From an optimization exercise on the open Yosys and OpenROAD flow, aimed at small area, a short achievable clock period and few clock cycles per item; shortcuts taken in it are not production practice.
In this exercise RTL edits were held to simulation tests only and were not proved equivalent to the original.

==> flow/design.v (excerpt) <==
module math_expression_tokenizer #(
	parameter int MANTISSA_BITS = 48,
	parameter int DEPTH_BITS = 8
) (
	input  logic clk,
	input  logic arst_n,
	input  logic chars_valid,
	output logic chars_ready,
	input  logic [7:0] chars_character,
	output logic tokens_valid,
	input  logic tokens_ready,
	output logic [4:0] tokens_token_kind,
	output logic [47:0] tokens_number_mantissa,
	output logic [3:0] tokens_fraction_digits,
	output logic [1:0] tokens_status,
	output logic tokens_last,
	input  logic cfg_valid,
	output logic cfg_ready,
	input  logic cfg_comma_decimal_mark
);
	localparam int C_DIG  = 0;
	localparam int C_ALP  = 1;
	localparam int C_SP   = 2;
	localparam int C_ZERO = 3;
	localparam int C_MARK = 4;
	localparam int C_OP   = 5;
	logic        mark_q;
	logic        r0_v;
	logic [5:0]  r0_cls, in_cls;
	logic [4:0]  r0_code, in_code;
	logic        accept, go;
	logic        q_hp0, q_hp1, num_held, q_v0, q_v1, num_held_nopop, num_held_pop;
	logic        push_a, push_b, num_a;
	logic [4:0]  kind_a, kind_b;
	logic [1:0]  status_b;
	logic        q0_num;
	logic [47:0] acc;
	logic [3:0]  frac;
	logic        sat;
	logic [7:0]  ch;
	assign cfg_ready = 1'b1;
	assign chars_ready = !r0_v || go;
	assign accept = chars_valid && chars_ready;
	assign ch = chars_character;
	always_comb begin
		in_cls = '0;
		in_code = {1'b0, ch[3], ch[2] | ch[3], ch[1] | ch[3], ch[0]};
		in_cls[C_DIG] = ch >= "0" && ch <= "9";
		in_cls[C_ALP] = (ch >= "a" && ch <= "z") || (ch >= "A" && ch <= "Z");
		in_cls[C_SP] = ch == " " || (ch >= 8'd9 && ch <= 8'd13);
		in_cls[C_ZERO] = ch == 8'd0;
		in_cls[C_MARK] = mark_q ? (ch == ",") : (ch == ".");
		if (in_cls[C_ALP]) in_code = ch[5] ? ch[4:0] : 5'd0;
		case (ch)
			"+": begin in_cls[C_OP] = 1'b1; in_code = 5'd11; end
			"-": begin in_cls[C_OP] = 1'b1; in_code = 5'd12; end
			"*": begin in_cls[C_OP] = 1'b1; in_code = 5'd13; end
			"/": begin in_cls[C_OP] = 1'b1; in_code = 5'd14; end
			"^": begin in_cls[C_OP] = 1'b1; in_code = 5'd15; end
			"(": begin in_cls[C_OP] = 1'b1; in_code = 5'd16; end
  ...
For scale: roughly 77 I/O pins, ~8800 sq um of cells after synthesis.
export LEC_CHECK = 0
export CAP_MARGIN = 10
export CORE_MARGIN = 2
export CORE_UTILIZATION = 40
export CTS_BUF_LIST = sky130_fd_sc_hd__clkbuf_4 sky130_fd_sc_hd__clkbuf_8
export CTS_CLUSTER_SIZE = 30
export SETUP_SLACK_MARGIN = 2.2
export SLEW_MARGIN = 10
create_clock -name core_clock -period 5.3 [get_ports {clk}]
standard.sh (not shown) runs the stock make flow with config.mk's settings and CLKGATE_MAP_FILE= SYNTH_SCRIPT=/design/flow/synth_recipe.tcl, a recipe that flattens the netlist after the stock synthesis.
==> flow/flow/run.sh <==
#!/bin/bash
# the standard layout, with the port buffers made from buf_2 cells instead
# of the delay buffers buffer_ports picks by default; every port still gets
# its own buffer. make's output goes to standard.log, each ORFS step's to
# its own log under orfs/logs.
set -euo pipefail
export BUFFER_PORTS_ARGS="-buffer_cell sky130_fd_sc_hd__buf_2"
bash standard.sh > standard.log 2>&1
The baseline finished clean.
Testbench counts at the start, summed over its fixed seeds: cycles 45,710, chars 45,683.
Change:
--- a/flow/config.mk
+++ b/flow/config.mk
@@ -7,3 +7,3 @@
 export LEC_CHECK = 0
-export CAP_MARGIN = 10
+export CAP_MARGIN = 20
 export CORE_MARGIN = 2
@@ -12,3 +12,3 @@
 export CTS_CLUSTER_SIZE = 30
-export SETUP_SLACK_MARGIN = 2.2
-export SLEW_MARGIN = 10
+export SETUP_SLACK_MARGIN = 2.0
+export SLEW_MARGIN = 20
Cell count decreases slightly.
Non-clock buffer count decreases by 20.
Worst hold slack is about the same.
Count of clock-buffer cells in the layout increases by 1.
Change:
--- a/flow/config.mk
+++ b/flow/config.mk
@@ -12,3 +12,3 @@
 export CTS_CLUSTER_SIZE = 30
-export SETUP_SLACK_MARGIN = 2.0
+export SETUP_SLACK_MARGIN = 2.3
 export SLEW_MARGIN = 20
Clock-buffer cell count decreases by 1. Flip-flop and latch count stays the same. Sequential share of layout area decreases by 0.91 points. Setup slack improved by 160 ps. Die area is unchanged. Design area increases by 2.7%. Hold slack is about the same. Final cell count increases by 2.2%. Utilization increases by 1.3 points.
Change:
==> flow/flow/run.sh (replaced) <==
#!/bin/bash
# the standard layout, with the port buffers made from buf_1 cells instead
# of the delay buffers buffer_ports picks by default; every port still gets
# its own buffer. make's output goes to standard.log, each ORFS step's to
# its own log under orfs/logs.
set -euo pipefail
export BUFFER_PORTS_ARGS="-buffer_cell sky130_fd_sc_hd__buf_1"
bash standard.sh > standard.log 2>&1
--- a/flow/config.mk
+++ b/flow/config.mk
@@ -9,5 +9,6 @@
 export CORE_MARGIN = 2
-export CORE_UTILIZATION = 40
+export CORE_UTILIZATION = 50
 export CTS_BUF_LIST = sky130_fd_sc_hd__clkbuf_4 sky130_fd_sc_hd__clkbuf_8
 export CTS_CLUSTER_SIZE = 30
+export PLACE_DENSITY = 0.68
 export SETUP_SLACK_MARGIN = 2.3
Setup slack improves by 49 ps; die area falls by 20%; synthesized cell count stays the same; hold slack got worse by 8.0 ps; cell area went down by 1.4%; register-to-register slack gains 40 ps.
Change:
--- a/flow/config.mk
+++ b/flow/config.mk
@@ -9,7 +9,6 @@
 export CORE_MARGIN = 2
-export CORE_UTILIZATION = 50
+export CORE_UTILIZATION = 40
 export CTS_BUF_LIST = sky130_fd_sc_hd__clkbuf_4 sky130_fd_sc_hd__clkbuf_8
 export CTS_CLUSTER_SIZE = 30
-export PLACE_DENSITY = 0.68
-export SETUP_SLACK_MARGIN = 2.3
+export SETUP_SLACK_MARGIN = 2.5
 export SLEW_MARGIN = 20
=>
- via count falls by 0.62%
- non-clock buffer count rises by 5
- register-to-register slack gets better by 30 ps
- area after synthesis is unchanged
- wire length rises by 2.0%
- worst setup slack gets better by 39 ps
- final area rises by 3.0%

* * *

Setup of alpha:
Another version of the RTL of math_expression_tokenizer (not shown whole).
Size: ~930 cells after synthesis, roughly 120 flip-flops, ~77 I/O pins.
clock: 5.3 ns
lec_check: 0
cap_margin: 20
core_margin: 2
core_utilization: 40
cts_buf_list: sky130_fd_sc_hd__clkbuf_4 sky130_fd_sc_hd__clkbuf_8
cts_cluster_size: 30
setup_slack_margin: 2.0
slew_margin: 20
==> flow/flow/run.sh <==
#!/bin/bash
# the standard layout, with the port buffers made from buf_2 cells instead
# of the delay buffers buffer_ports picks by default (every port still gets
# its own buffer), and ORFS's power recovery after global routing, which
# downsizes gates off the critical paths. make's output goes to
# standard.log, each ORFS step's to its own log under orfs/logs.
set -euo pipefail
export BUFFER_PORTS_ARGS="-buffer_cell sky130_fd_sc_hd__buf_2"
export RECOVER_POWER=100
bash standard.sh > standard.log 2>&1
Finished, but not clean: alpha, with capacitance limit, slew limit.
Testbench counts of alpha, summed over its fixed seeds: cycles 45,710, chars 45,683.
#### Input delta (beta over alpha)
Settings: SETUP_SLACK_MARGIN changed from 2.0 to 2.4.
==> flow/flow/run.sh <==
#!/bin/bash
# the standard layout, with the port buffers made from buf_2 cells instead
# of the delay buffers buffer_ports picks by default; every port still gets
# its own buffer. make's output goes to standard.log, each ORFS step's to
# its own log under orfs/logs.
set -euo pipefail
export BUFFER_PORTS_ARGS="-buffer_cell sky130_fd_sc_hd__buf_2"
bash standard.sh > standard.log 2>&1
==> results.txt <==
beta ends up with higher global router's overall resource usage than alpha does.
In summary, beta completed successfully, with a layout that passed the timing, design-rule and antenna checks.
Per the comparison of beta with alpha, post-synthesis to final-layout area growth higher, first-iteration DRC count higher, worst hold margin lower, area of all placed cells without fillers climbed 790 µm².
Compared with alpha, beta shows a final instance count without filler cells that is 34 higher.
Taking alpha as the reference point, the worst setup slack of beta rises by 0.85 ns.
Summary of beta over alpha: worst stage delay on the critical path fell 0.37 ns; clock latency at the later pin of the worst-skew pair was more or less identical.
## Diff of input files: gamma against beta
Settings: CORE_UTILIZATION: 40 -> 55; SETUP_SLACK_MARGIN: 2.4 -> 2.0; PLACE_DENSITY: unset -> 0.7.
## What came out
Lower y dimension of the die was reported by gamma, not beta.
In gamma, the path depth of the worst reg2reg path came out 1 above the value in beta.
reg -> reg as the worst setup path category was reported by beta, and in -> out by gamma.
From beta to gamma the numbers moved as follows: total die area went down about 27%, total of clock buffers placed in the layout went up by 1, core utilization increased 14 points.

* * *

math_expression_tokenizer, a different RTL version from the one above (not shown whole).
For scale: ~110 flip-flops, ~77 I/O pins, about 13000 um^2 of cells after synthesis.
Settings: LEC_CHECK=0, ABC_AREA=1, CAP_MARGIN=20, CORE_MARGIN=2, CORE_UTILIZATION=40, SLEW_MARGIN=20; clock period 5.3 ns.
run.sh (not shown) runs the stock make flow with config.mk's settings and CLKGATE_MAP_FILE= SYNTH_SCRIPT=/design/flow/synth_recipe.tcl, a recipe that flattens the netlist after the stock synthesis.
Stock flow here: none of the scripts above is used.
Testbench counts at the start, summed over its fixed seeds: cycles 45,710, chars 45,683.
Change:
Settings changed: ABC_AREA 1 to default, ABC_CLOCK_PERIOD_IN_PS from default to 2000.
After rerunning:
- die area shrinks by about 17%
- non-clock buffer count grows by 10
- cell count shrinks by 36%
- setup slack is worse by 0.43 ns
- hold slack is better by 0.018 ns
Change:
Settings changed: ABC_AREA from default to 1, ABC_CLOCK_PERIOD_IN_PS 2000 to default, SETUP_SLACK_MARGIN from default to 1.5.
Outcome: Clock skew is higher by 0.0052 ns; final cell count climbs by 55%; die area rose by 20%; global-route usage climbs by 3.1 points; hold slack got worse by 0.020 ns; routed wire length grows by 40%; setup slack gets better by 0.94 ns; via count came out higher by 38%.

==> what the ideal ports hide <==
In the flow no input, the clock included, has a driving cell. The finished layouts below were timed again as built, in two steps. Step 1: set_driving_cell puts a clkbuf_16 on clk and a buf_2 on each other input, an assumption about the parent block. Step 2 moves the port delays by t, midway between the first and last clock arrival at a register: inputs arrive t later, outputs are due t later. That takes back most of the time a late clock gives input paths. Three values: ideal, step 1, step 2; two values: the first two.
run | t, ns | setup slack, ns | worst hold slack (ns) | worst slew at a driven data input, ns
the first run of note 1 | 0.483 | 2.195 / 2.172 / 1.942 | 0.499 / 0.499 / 0.499 | 0.03
the second run of note 1 | 0.482 | 2.091 / 2.068 / 1.819 | 0.498 / 0.498 / 0.498 | 0.03
the third run of note 1 | 0.477 | 2.255 / 2.214 / 1.979 | 0.500 / 0.500 / 0.500 | 0.05
the fourth run of note 1 | 0.489 | 2.304 / 2.256 / 2.088 | 0.492 / 0.492 / 0.492 | 0.06
the fifth run of note 1 | 0.472 | 2.343 / 2.302 / 2.200 | 0.495 / 0.495 / 0.495 | 0.05
alpha | 0.472 | 1.412 / 1.412 / 1.405 | 0.500 / 0.500 / 0.500 | 0.03
beta | 0.478 | 2.258 / 2.258 / 2.124 | 0.488 / 0.488 / 0.488 | 0.05
gamma | 0.486 | 2.085 / 2.064 / 1.814 | 0.499 / 0.499 / 0.499 | 0.04
the first run of note 3 | 0.407 | 1.267 / 1.267 / 1.200 | 0.456 / 0.456 / 0.456 | 0.04
the second run of note 3 | 0.418 | 0.836 / 0.836 / 0.836 | 0.473 / 0.473 / 0.473 | 0.03
the third run of note 3 | 0.409 | 1.775 / 1.775 / 1.403 | 0.453 / 0.453 / 0.453 | 0.04
The setup slack of the third run of note 3, which loses most, moves by 0.000 ns with the drivers and by -0.372 ns with both steps.
